Context: an optimization exercise on an open-source flow, tuned for small area, a short achievable clock period and few clock cycles. The choices shown serve that exercise and are no tape-out recipe. In this exercise RTL edits were held to simulation tests only and were not proved equivalent to the original. Power figures rest on the tool's default switching activity, not on a simulated workload.

==> flow/design.v <==
package wmsp_pkg;
  localparam int LENGTH_BITS_DEF = 32;
  localparam logic [31:0] HDR_MAGIC = 32'h6D73_6100;
  localparam logic [7:0]  FUNC_FORM  = 8'h60;
  localparam int OUT_DEPTH = 4;
  typedef enum logic [3:0] {
    EV_HDR_OK    = 4'd0,
    EV_BAD_HDR   = 4'd1,
    EV_SEC_START = 4'd2,
    EV_TRUNC     = 4'd3,
    EV_PARAM     = 4'd4,
    EV_RESULT    = 4'd5,
    EV_FUNCTYPE  = 4'd6,
    EV_NAMEBYTE  = 4'd7,
    EV_EXPORT    = 4'd8,
    EV_BODY      = 4'd9,
    EV_LOCALS    = 4'd10,
    EV_CODEBYTE  = 4'd11,
    EV_END       = 4'd12
  } event_t;
  localparam logic [7:0] SID_TYPES   = 8'd1;
  localparam logic [7:0] SID_FUNCS   = 8'd3;
  localparam logic [7:0] SID_EXPORTS = 8'd7;
  localparam logic [7:0] SID_BODIES  = 8'd10;
  typedef struct packed {
    logic [3:0]  event_res;
    logic [7:0]  section_id;
    logic [31:0] entry_index;
    logic [7:0]  kind;
    logic [63:0] value;
    logic        last;
  } result_t;
endpackage
module wasm_module_stream_parser #(
  parameter int LENGTH_BITS = wmsp_pkg::LENGTH_BITS_DEF
) (
  input  logic        clk,
  input  logic        rst_n,
  input  logic        in_valid,
  output logic        in_ready,
  input  logic [7:0]  in_data,
  output logic        out_valid,
  input  logic        out_ready,
  output logic [3:0]  out_event,
  output logic [7:0]  out_section_id,
  output logic [31:0] out_entry_index,
  output logic [7:0]  out_kind,
  output logic [63:0] out_value,
  output logic        out_last,
  input  logic        cfg_valid,
  output logic        cfg_ready,
  input  logic [31:0] cfg_module_length
);
  typedef enum logic [4:0] {
    S_DONE   = 5'b00000, S_HDR    = 5'b00001, S_SECID  = 5'b00010, S_SKIP   = 5'b00011,
    S_TFORM  = 5'b00100, S_TPAR   = 5'b00101, S_TRES   = 5'b00110, S_ENAME  = 5'b00111,
    S_LTYPE  = 5'b01000, S_CBYTE  = 5'b01001, S_EKIND  = 5'b01010, S_SKIPT  = 5'b01011,
    S_SECSIZE = 5'b10000, S_COUNT = 5'b10001, S_TNPAR  = 5'b10010, S_TNRES  = 5'b10011,
    S_FIDX   = 5'b10100, S_ELEN   = 5'b10101, S_EIDX   = 5'b10110, S_CSIZE  = 5'b10111,
    S_LCOUNT = 5'b11000, S_LN     = 5'b11001
  } st_t;
  localparam logic [3:0] X_NONE = 4'b0000, X_T = 4'b0001, X_F = 4'b0010, X_X = 4'b0100, X_B = 4'b1000;
  localparam logic [1:0] V_HOLD = 2'd0, V_LEB = 2'd1, V_HDR = 2'd2, V_ZERO = 2'd3;
  logic        ib_v, ib1_v;
  logic [7:0]  ib_d, ib1_d;
  logic        cfg_pend_r, pend_end_r;
  logic        ov_r, olast_r, osec_r;
  logic [3:0]  oev_r;
  logic [3:0]  osel_r;
  logic [7:0]  okind_r;
  logic [63:0] oval_r;
  st_t         st_r;
  logic [8:0]  tk_r;                 
  logic        acc_nz_r, acc_hi_r;   
  logic [31:0] mlen_r;
  logic [31:0] rem_r, mrest_r, srest_r;
  logic [31:0] ent_r, items_r;
  logic [7:0]  sec_r;
  logic [31:0] tl_r, fl_r, bl_r, x_r;
  logic        x_inc_r, bl_xtra_r;
  logic out_free, proc, work;
  assign out_free  = !ov_r || out_ready;
  assign in_ready  = !ib1_v;
  assign cfg_ready = !ib_v && !ib1_v;
  assign proc      = ib_v && out_free && !cfg_pend_r;
  assign work      = proc && (st_r != S_DONE);
  logic [7:0]  b;
  logic        leb_done, leb_ph;
  logic [63:0] v;
  logic        vz, v_hi;
  logic [32:0] sum;
  logic        fits;
  logic        sk_t, sk_f, sk_e, sk_c;
  logic        ent_last, items_last, srest_z, mrest_z;
  assign b        = ib_d;
  logic [9:0]  k_r;                  
  always_comb begin
    k_r[0] = !tk_r[0];
    for (int g = 1; g < 9; g++) k_r[g] = tk_r[g-1] && !tk_r[g];
    k_r[9] = tk_r[8];
  end
  logic at_lim;
  assign at_lim   = (rem_r == 32'd1);   
  assign leb_done = !b[7] || tk_r[8] || at_lim;
  assign leb_ph   = st_r[4];
  always_comb begin
    for (int g = 0; g < 9; g++) begin
      v[7*g +: 7] = tk_r[g] ? oval_r[7*g +: 7] : (b[6:0] & {7{k_r[g]}});
    end
    v[63] = tk_r[8] && b[0];
  end
  logic b_nz, b_hi;
  always_comb begin
    b_nz = tk_r[8] ? b[0] : (b[6:0] != 7'd0);
    b_hi = k_r[4] ? (b[6:4] != 3'd0) : tk_r[4] && b_nz;
  end
  assign vz   = !((acc_nz_r && tk_r[0]) || b_nz);
  assign v_hi = (acc_hi_r && tk_r[0]) || b_hi;
  assign sum  = {1'b0, rem_r} + {1'b0, ~v[31:0]};
  assign fits = sum[32] && !v_hi;
  assign sk_t = (sec_r == wmsp_pkg::SID_TYPES);
  assign sk_f = (sec_r == wmsp_pkg::SID_FUNCS);
  assign sk_e = (sec_r == wmsp_pkg::SID_EXPORTS);
  assign sk_c = (sec_r == wmsp_pkg::SID_BODIES);
  assign ent_last   = (ent_r == 32'd1);
  assign items_last = (items_r == 32'd1);
  assign srest_z    = (srest_r == 32'd0);
  assign mrest_z    = (mrest_r == 32'd0);
  function automatic logic [31:0] sat32(logic [63:0] x);
    sat32 = (x[63:32] != 32'd0) ? 32'hFFFF_FFFF : x[31:0];
  endfunction
  st_t         st_n;
  logic [8:0]  k_n;
  logic [31:0] rem_n, ent_n, items_n;
  logic        e0_v, e1_v;
  logic [3:0]  e0_ev;
  logic [3:0]  e0_sel;
  logic        e0_sec;
  logic [1:0]  vmode;
  logic        vtrunc, vbyte;
  logic [7:0]  kind_n;
  logic        inc_t, inc_f, inc_b, set_x_inc;
  logic        level_s, level_b;
  logic        nx_ent;    
  st_t         nx_start;
  always_comb begin
    st_n = st_r;  k_n = tk_r;
    rem_n = rem_r - 32'd1;
    ent_n = ent_r;  items_n = items_r;
    e0_v = 1'b0;  e1_v = 1'b0;  e0_ev = wmsp_pkg::EV_CODEBYTE;  e0_sel = X_NONE;
    e0_sec = 1'b1;
    vmode = V_HOLD;  vtrunc = 1'b0;  vbyte = 1'b0;
    kind_n = 8'd0;
    inc_t = 1'b0;  inc_f = 1'b0;  inc_b = 1'b0;  set_x_inc = 1'b0;
    nx_ent = 1'b0;  nx_start = S_TFORM;
    level_s = 1'b0;  level_b = 1'b0;
    if (leb_ph) begin
      vmode = V_LEB;
      k_n = leb_done ? 9'd0 : {tk_r[7:0], 1'b1};
    end
    unique case (st_r)
      S_HDR: begin
        vmode = V_HDR;
        k_n = {tk_r[7:0], 1'b1};
        if (k_r[0] && rem_r[31:3] == 29'd0) begin
          e0_v = 1'b1; e0_ev = wmsp_pkg::EV_BAD_HDR; e0_sec = 1'b0; vmode = V_ZERO;
          st_n = S_DONE;
        end else if (k_r[3] && {b, oval_r[31:8]} != wmsp_pkg::HDR_MAGIC) begin
          e0_v = 1'b1; e0_ev = wmsp_pkg::EV_BAD_HDR; e0_sec = 1'b0;
          st_n = S_DONE;
        end else if (k_r[7]) begin
          e0_v = 1'b1; e0_ev = wmsp_pkg::EV_HDR_OK; e0_sec = 1'b0;
          k_n = 9'd0;
          st_n = S_SECID;
          if (at_lim) begin
            e1_v = 1'b1; st_n = S_DONE;
          end
        end
      end
      S_SECID: begin
        st_n = S_SECSIZE;
        k_n = 9'd0;
        if (at_lim) begin
          e0_v = 1'b1; e0_ev = wmsp_pkg::EV_SEC_START; vmode = V_ZERO;
          e1_v = 1'b1; st_n = S_DONE;
        end
      end
      S_SECSIZE: if (leb_done) begin
        e0_v = 1'b1;
        e0_ev = wmsp_pkg::EV_SEC_START;
        if (vz) begin
          st_n = S_SECID;
          if (at_lim) begin
            e1_v = 1'b1; st_n = S_DONE;
          end
        end else begin
          rem_n = v[31:0];
          if (fits) begin
            st_n = (sk_t || sk_f || sk_e || sk_c) ? S_COUNT : S_SKIP;
          end else begin
            e0_ev = wmsp_pkg::EV_TRUNC;
            st_n = S_DONE;
          end
        end
      end
      S_SKIP: level_s = 1'b1;
      S_SKIPT: items_n = items_r - 32'd1;
      S_COUNT: begin
        level_s = 1'b1;
        if (leb_done) begin
          if (vz) begin
            st_n = S_SKIP;
          end else begin
            ent_n = sat32(v);
            st_n = sk_t ? S_TFORM : sk_f ? S_FIDX : sk_e ? S_ELEN : S_CSIZE;
          end
        end
      end
      S_TFORM: begin
        level_s = 1'b1;
        if (b == wmsp_pkg::FUNC_FORM) begin
          e0_v = 1'b1; e0_ev = wmsp_pkg::EV_FUNCTYPE; e0_sel = X_T; vmode = V_LEB; vbyte = 1'b1;
          inc_t = 1'b1;
          st_n = S_TNPAR;
        end else begin
          nx_ent = 1'b1; nx_start = S_TFORM;
        end
      end
      S_TNPAR: begin
        level_s = 1'b1;
        if (leb_done) begin
          items_n = sat32(v);
          st_n = vz ? S_TNRES : S_TPAR;
        end
      end
      S_TPAR: begin
        level_s = 1'b1;
        e0_v = 1'b1; e0_ev = wmsp_pkg::EV_PARAM; e0_sel = X_T; vmode = V_LEB; vbyte = 1'b1;
        items_n = items_r - 32'd1;
        if (items_last) st_n = S_TNRES;
      end
      S_TNRES: begin
        level_s = 1'b1;
        if (leb_done) begin
          items_n = sat32(v);
          if (vz) begin
            nx_ent = 1'b1; nx_start = S_TFORM;
          end else begin
            st_n = S_TRES;
          end
        end
      end
      S_TRES: begin
        level_s = 1'b1;
        e0_v = 1'b1; e0_ev = wmsp_pkg::EV_RESULT; e0_sel = X_T; vmode = V_LEB; vbyte = 1'b1;
        items_n = items_r - 32'd1;
        if (items_last) begin
          nx_ent = 1'b1; nx_start = S_TFORM;
        end
      end
      S_FIDX: begin
        level_s = 1'b1;
        if (leb_done) begin
          e0_v = 1'b1; e0_ev = wmsp_pkg::EV_FUNCTYPE; e0_sel = X_F; vtrunc = 1'b1;
          inc_f = 1'b1;
          nx_ent = 1'b1; nx_start = S_FIDX;
        end
      end
      S_ELEN: begin
        level_s = 1'b1;
        if (leb_done) begin
          items_n = v[31:0];
          st_n = (fits && !vz) ? S_ENAME : S_EKIND;
        end
      end
      S_ENAME: begin
        level_s = 1'b1;
        e0_v = 1'b1; e0_ev = wmsp_pkg::EV_NAMEBYTE; e0_sel = X_X; vmode = V_LEB; vbyte = 1'b1;
        items_n = items_r - 32'd1;
        if (items_last) st_n = S_EKIND;
      end
      S_EKIND: begin
        level_s = 1'b1;
        kind_n = b;
        k_n = 9'd0;
        if (at_lim) begin
          e0_v = 1'b1; e0_ev = wmsp_pkg::EV_EXPORT; e0_sel = X_X; vmode = V_ZERO;
          set_x_inc = 1'b1;
          nx_ent = 1'b1; nx_start = S_ELEN;
        end else begin
          st_n = S_EIDX;
        end
      end
      S_EIDX: begin
        level_s = 1'b1;
        kind_n = okind_r;
        if (leb_done) begin
          e0_v = 1'b1; e0_ev = wmsp_pkg::EV_EXPORT; e0_sel = X_X; vtrunc = 1'b1;
          set_x_inc = 1'b1;
          nx_ent = 1'b1; nx_start = S_ELEN;
        end
      end
      S_CSIZE: begin
        level_s = 1'b1;
        if (leb_done) begin
          e0_v = 1'b1;
          e0_ev = wmsp_pkg::EV_BODY; e0_sel = X_B;
          inc_b = 1'b1;
          if (vz) begin
            nx_ent = 1'b1; nx_start = S_CSIZE;
          end else begin
            rem_n = v[31:0];
            items_n = rem_r - 32'd1;
            if (fits) begin
              st_n = S_LCOUNT;
            end else begin
              e0_ev = wmsp_pkg::EV_TRUNC; e0_sel = X_NONE;
              st_n = S_SKIPT;
            end
          end
        end
      end
      S_LCOUNT: begin
        level_b = 1'b1;
        if (leb_done) begin
          items_n = sat32(v);
          st_n = vz ? S_CBYTE : S_LN;
        end
      end
      S_LN: begin
        level_b = 1'b1;
        if (leb_done) st_n = S_LTYPE;
      end
      S_LTYPE: begin
        level_b = 1'b1;
        e0_v = 1'b1; e0_ev = wmsp_pkg::EV_LOCALS; e0_sel = X_B; vmode = V_HOLD;
        kind_n = b;
        items_n = items_r - 32'd1;
        st_n = items_last ? S_CBYTE : S_LN;
      end
      S_CBYTE: begin
        level_b = 1'b1;
        e0_v = 1'b1; e0_ev = wmsp_pkg::EV_CODEBYTE; e0_sel = X_B; vmode = V_LEB; vbyte = 1'b1;
      end
      default: st_n = S_DONE;
    endcase
    if (level_b && at_lim) begin
      nx_ent = 1'b1; nx_start = S_CSIZE;
      rem_n = srest_r;
    end
    if (nx_ent) begin
      if (ent_last) begin
        st_n = S_SKIP;
      end else begin
        ent_n = ent_r - 32'd1;
        st_n = nx_start;
      end
    end
    if ((level_s && at_lim) || (level_b && at_lim && srest_z) || (st_r == S_SKIPT && items_last)) begin
      rem_n = mrest_r;
      st_n = S_SECID;
      k_n = 9'd0;
      if (mrest_z) begin
        e1_v = 1'b1;
        st_n = S_DONE;
      end
    end
  end
  logic wk;          
  logic restart;     
  logic push;
  assign wk      = ib_v && !cfg_pend_r && (st_r != S_DONE);
  assign restart = cfg_pend_r && out_free;
  assign push    = in_valid && in_ready;
  always_ff @(posedge clk) begin
    if (!rst_n) begin
      ib_v  <= 1'b0;
      ib1_v <= 1'b0;
    end else if (proc) begin
      ib_v  <= ib1_v || push;
      ib1_v <= 1'b0;
    end else if (!ib_v) begin
      ib_v  <= push;
    end else begin
      ib1_v <= ib1_v || push;
    end
  end
  always_ff @(posedge clk) begin
    if (proc || !ib_v) ib_d <= (proc && ib1_v) ? ib1_d : in_data;
    if (ib_v && !proc && !ib1_v) ib1_d <= in_data;
  end
  always_ff @(posedge clk) begin
    if (!rst_n) begin
      cfg_pend_r <= 1'b0;
    end else if (cfg_valid && cfg_ready || out_free) begin
      cfg_pend_r <= cfg_valid && cfg_ready;
    end
  end
  always_ff @(posedge clk) begin
    if (!rst_n || out_free) begin
      ov_r <= rst_n && (pend_end_r || (wk && e0_v));
      pend_end_r <= rst_n && wk && e1_v;
    end
  end
  always_ff @(posedge clk) begin
    if (out_free && (pend_end_r || (wk && e0_v))) begin
      oev_r   <= pend_end_r ? wmsp_pkg::EV_END : e0_ev;
      osel_r  <= pend_end_r ? X_NONE : e0_sel;
      osec_r  <= !pend_end_r && e0_sec;
      olast_r <= pend_end_r || !e1_v;
    end
  end
  always_ff @(posedge clk) begin
    if (out_free && (pend_end_r || wk)) okind_r <= kind_n & {8{!pend_end_r}};
  end
  logic [63:0] oval_d;
  always_comb begin
    unique case (vmode)
      V_HDR:   oval_d = {32'd0, b, oval_r[31:8]};
      default: begin
        oval_d = v;
        if (vbyte) oval_d[7] = b[7];
        oval_d[63:32] = v[63:32] & {32{!vtrunc}};
      end
    endcase
    oval_d = oval_d & {64{vmode != V_ZERO}};
    if (pend_end_r) oval_d = {32'd0, mlen_r};
  end
  always_ff @(posedge clk) begin
    if (out_free && (pend_end_r || (wk && st_r != S_LTYPE))) oval_r <= oval_d;
  end
  always_ff @(posedge clk) begin
    if (work && leb_ph) begin
      acc_nz_r <= (acc_nz_r && tk_r[0]) || b_nz;
      acc_hi_r <= v_hi;
    end
  end
  always_ff @(posedge clk) begin
    if (!rst_n || (out_free && (cfg_pend_r || wk)))
      st_r <= st_t'((cfg_pend_r ? ((rem_r == 32'd0) ? S_DONE : S_HDR) : st_n) & {5{rst_n}});
  end
  always_ff @(posedge clk) begin
    if (cfg_valid && cfg_ready || work) begin
      rem_r  <= (cfg_valid && cfg_ready) ? cfg_module_length : rem_n;
    end
  end
  always_ff @(posedge clk) begin
    if (restart) mlen_r <= rem_r;
    if (out_free && (cfg_pend_r || wk)) tk_r <= cfg_pend_r ? 9'd0 : k_n;
  end
  always_ff @(posedge clk) begin
    if (work && st_r == S_SECSIZE) mrest_r <= sum[31:0];
    if (work && st_r == S_CSIZE) srest_r <= sum[31:0];
    if (work) begin
      ent_r   <= ent_n;
      items_r <= items_n;
    end
    if (work && st_r == S_SECID) sec_r <= b;
  end
  logic [31:0] inc_in, inc_out;
  assign inc_in  = x_inc_r ? x_r : (st_r == S_TFORM) ? tl_r : (st_r == S_FIDX) ? fl_r : bl_r;
  assign inc_out = inc_in + 32'd1;
  always_ff @(posedge clk) begin
    if (out_free && (cfg_pend_r || wk && inc_t)) tl_r <= cfg_pend_r ? '1 : inc_out;
    if (out_free && (cfg_pend_r || wk && inc_f)) fl_r <= cfg_pend_r ? '1 : inc_out;
    if (out_free && (cfg_pend_r || wk && inc_b && !bl_xtra_r)) bl_r <= cfg_pend_r ? '1 : inc_out;
    if (out_free && (cfg_pend_r || wk && inc_b)) bl_xtra_r <= !cfg_pend_r && !vz && !fits;
    if (out_free && (cfg_pend_r || x_inc_r))     x_r  <= cfg_pend_r ? '0 : inc_out;
    if (out_free) x_inc_r <= !cfg_pend_r && !x_inc_r && wk && set_x_inc;
  end
  assign out_valid       = ov_r;
  assign out_event       = oev_r;
  assign out_section_id  = osec_r ? sec_r : 8'd0;
  assign out_kind        = okind_r;
  assign out_value       = oval_r;
  assign out_last        = olast_r;
  always_comb begin
    out_entry_index = (tl_r & {32{osel_r[0]}}) | (fl_r & {32{osel_r[1]}}) |
                      (x_r & {32{osel_r[2]}}) | (bl_r & {32{osel_r[3]}});
  end
endmodule
==> flow/flow/run.sh <==
#!/bin/bash
# Layout flow: the standard flow (standard synthesis, floorplan, power
# grid, placement, CTS, routing), with these changes to how cells are chosen:
#  - every input and output port still gets its own buffer, but a plain
#    sky130_fd_sc_hd__buf_1 instead of the default delay buffer;
#  - clock tree synthesis uses clkbuf_8 buffers and inserts no dummy loads;
#  - timing repair aims for 9 ns of setup slack at the (unchanged) clock
#    period, so that it works on paths that already meet it.
# The constraints (constraint.sdc, clock period) are the standard flow's, unchanged.
# All of the make output goes to flow.log in this folder; each ORFS step
# also writes its own log under orfs/logs/.
set -euo pipefail
cd "$(dirname "$0")/.."
export BUFFER_PORTS_ARGS="-buffer_cell sky130_fd_sc_hd__buf_1"
export SETUP_SLACK_MARGIN=9
export CTS_ARGS="-sink_clustering_enable -repair_clock_nets -dont_use_dummy_load -buf_list sky130_fd_sc_hd__clkbuf_8"
if ! bash standard.sh finish > flow.log 2>&1; then
  tail -n 40 flow.log
  exit 1
fi
==> flow/standard.sh <==
#!/bin/bash
# synth_recipe.tcl (not shown) runs the flow's synth.tcl, then flattens the netlist and writes it again
# the make line also repeats each setting of config.mk as NAME=value (left out here)
make -C /OpenROAD-flow-scripts/flow DESIGN_CONFIG=/design/flow/config.mk WORK_HOME=/design/flow/orfs CLKGATE_MAP_FILE= SYNTH_SCRIPT=/design/flow/synth_recipe.tcl "${@:-finish}"
==> flow/config.mk <==
export PLATFORM = sky130hd
export DESIGN_NAME = wasm_module_stream_parser
export DESIGN_NICKNAME = wasm_module_stream_parser
export VERILOG_FILES = /design/flow/design.v
export SDC_FILE = /design/flow/constraint.sdc
export NUM_CORES = 4
export LEC_CHECK = 0
export CAP_MARGIN = 20
export CORE_MARGIN = 2
export CORE_UTILIZATION = 40
export SLEW_MARGIN = 20
==> flow/constraint.sdc <==
create_clock -name core_clock -period 13.5 [get_ports {clk}]
set_input_delay 2.7000 -clock core_clock [delete_from_list [all_inputs] [get_ports {clk}]]
set_output_delay 2.7000 -clock core_clock [all_outputs]
set_load 0.01 [all_outputs]
==> flow_summary.toml <==
[logic_synthesis]
ys_seq_area_frac = 0.511
synth_xor_area_frac = 0.0373
synth_compound_area_frac = 0.189
yosys_warnings = 1
synth-simple-area-share = 0.183
synth-adder-area-share = 0.0182
synth_edf_count = 446
synth_top_area_share = 0.509
synth.avg_cell_area_um2 = 9.80
yosys-top-cells-area = "edfxtp_1 51%, nand2_1 5.1%, o21ai_0 4.6%, nor2_1 4.0%, a22oi_1 3.3%"
ys_types = 90
syn_inst = 2686
synthArstFlopShare = 0
synth_area_um2 = 26300
synth_nets = 2767
ys_ff_latch = 449
yosysTopAreaCell = "edfxtp_1"
post_synth_mux_area_share = 0.0262
synth_top_family_by_area = "compound AO/OA/AOI/OAI gates"
yosys_most_used_dff = "edfxtp_1"

[global_route]
grt_overflow = 0
use_met3 = 0.0562
grt_pass1_vias = 21600
met1_usage = 0.363
grt_usage = 0.261
grt_max_degree = 83
grt_busiest_layer = "met2"
grt_first_pass_wirelength_um = 135000
antenna_found_initial = 2
met2_usage = 0.403

[layout]
fin_nets = 2926
fill_cells = 6258
largest_reg_flops = 64
drive_gt1_frac = 0.110
final_cell_mix = "446 x edfxtp_1, 351 x nand2_1, 274 x nor2_1"
syn_to_final_growth_pct = 13.0
max_flop_register = "oval_r"
register_area_um2 = 13500
utilization = 0.455
layout_commonest_cell = "edfxtp_1"
multi_input_area_um2 = 12300

[sta]
post-route-period-util = 0.337
hold_slack_ns = 0.507
fin_tns_setup_ns = 0
final-hold-violation-count = 0
setup_viol = 0
slew_headroom = 0.186
fin_skew_ns = 0.0930
fmax_mhz = 220
slew_violations = 0
grt_setup_unrepaired = "true"
worstMarginPinSlew_ns = 1.22
fin_crit_ns = 4.55

[routing]
drtPass1Iterations = 6
vias_per_cell = 6.15
wl_um = 90800
wire_per_inst_um = 24.5
drt-initial-drc-count = 2762
num_vias = 22800
antenna_left = 0
drc = 0

[setup_path]
cp-start-kind = "flop"
endpoint_kind = "output port"
cp-startpoint = "osel_r[0]$_SDFFCE_PP0P_"
r2r_start = "rem_r[1]$_DFFE_PP_"
required_ns = 10.80
crit_type = "reg -> out"
critPathArrivalTime_ns = 1.85
reg2reg_depth = 11
cp_max_fo = 6

[floorplan]
ioPinCount = 165
core_area_um2 = 65400
die_h_um = 260
fp.dieArea_um2 = 67800
die_w_um = 260
start_util = 0.402
rows = 94

[cts]
h-tree-depth = 3
cts_tree = "done"
clkSlewWorstSetupHoldPaths_ns = 0.06
cts_buffers = 79
root_buffer = "clkbuf_8"
clk_latency_ns = 0.70
clock_sinks = 449
hold_buffers = 0
cts_buffer_depth = 3

[placed_design]
gp_congestion = 0.945
dp_hpwl_um = 63700
io_buffers = 164

[outcome]
status = "no timing/DRC/antenna violations"

[power_and_ir_drop]
ir_worst_vdd_uv = 83.1
power_leakage_nw = 9.91
p_per_area_nw_per_um2 = 160

[flow_run]
cap_violations = 0

[min_path]
hp-start = "mlen_r[23]$_DFFE_PP_"
hold_depth = 2
hp-class = "reg -> reg"
## where the power goes
part	switching (W)	internal [W]	leakage [nW]	total [W]
logic	0.00110	0.000588	5.16	0.00168
clock network	0.000524	0.000513	0.568	0.00104
registers	0.000182	0.00186	4.18	0.00204
## metrics by stage
stage	setup WS [ns]	std cells	power (W)	area (um^2)
4_1_cts	8.91	3695	0.00470	29300
3_5_place_dp	8.51	3607	0.00366	28000
6_report	8.95	3710	0.00476	29700
3_3_place_gp	8.58	3607	0.00363	28000
5_1_grt	8.86	3710	0.00499	29700
2_1_floorplan	8.61	2686	0.00310	26400
## cells in the mapped netlist, drive strengths merged (22+ instances only)
master / number
nand3: 43
mux2i: 43
nand4: 23
o21ai: 242
a21oi: 150
edfxtp: 446
clkbuf: 141
xor2: 46
mux2: 23
or4: 22
ha: 35
nand3b: 22
inv: 59
nor2b: 40
nor3: 58
xnor2: 66
a22oi: 116
a211oi: 41
buf: 32
nor2: 283
and2: 23
nand2: 359
nor4: 50
## area by class of cell
cell class,instances,share of cell area
Multi-Input combinational cell,2004,0.415
Tap cell,864,0.0364
Clock buffer,79,0.0366
Antenna cell,3,0.000253
Sequential cell,449,0.453
Timing Repair Buffer,251,0.0516
Inverter,60,0.00783
## worst paths after layout
kind                                              to  slack [ns]
worst max-delay path             out_entry_index[13]        8.95
worst min-delay path            oval_r[23]$_DFFE_PP_        0.51
worst max register to register   ent_r[14]$_DFFE_PP_        9.14
worst min register to register  oval_r[23]$_DFFE_PP_        0.51
## worst max-delay path: stages (launching register included)
cell	delay (ns)
edfxtp_1	0.42
buf_12	0.18
buf_12	0.12
buf_16	0.13
a22oi_2	0.15
nand2_1	0.09
buf_2	0.15
## timing repair
| item | 4_1_cts | 5_1_grt |
|---|---|---|
| endpoints found under the setup margin | 57 | 158 |
| cloned | 3 | 0 |
| setup buffers | 6 | 10 |
| resized for setup | 40 | 82 |
| pin swaps | 4 | 24 |
## metal layers
metal | up-vias | wire (um) | share of wire
li1 | 10400 | - | -
met1 | 11100 | 38700 | 0.43
met2 | 1167 | 40600 | 0.45
met3 | 195 | 8370 | 0.092
met4 | 0 | 3130 | 0.034
met5 | - | 0 | 0
## logic make-up after synthesis
family / count (synthesis)
mux: 66
compound gates: 774
xor+xnor: 112
flops: 449
fa+ha+maj: 38
buf+inv: 233
simple gates: 1014
Testbench counts, summed over its fixed seeds: cycles 31,454.

## re-timing with driven ports
The results above use ideal ports. As a check the final layout listed here was re-extracted and re-timed, cells and wires unchanged.
Step 1 (the two cells are an assumption about what drives the block):
set clk [get_ports {clk}]
set_driving_cell -lib_cell sky130_fd_sc_hd__clkbuf_16 $clk
set_driving_cell -lib_cell sky130_fd_sc_hd__buf_2 [delete_from_list [all_inputs] $clk]
Step 2, shift: input delay + t, output delay - t, t = (earliest + latest rising clock arrival at the registers) / 2. This alone moves slack from input paths to output paths.
a / b / c = no drivers / after step 1 / after step 2; a / b = the first two.
t, ns: 0.706
setup slack, ns: 8.947 / 8.891 / 8.470
clock arrival spread, ns: 0.094 / 0.094
worst register clock-pin slew, ns: 0.07 / 0.07
After both steps setup and hold are still met in this run. For this run, drivers alone change the setup slack by -0.056 ns; drivers and shift together by -0.477 ns.
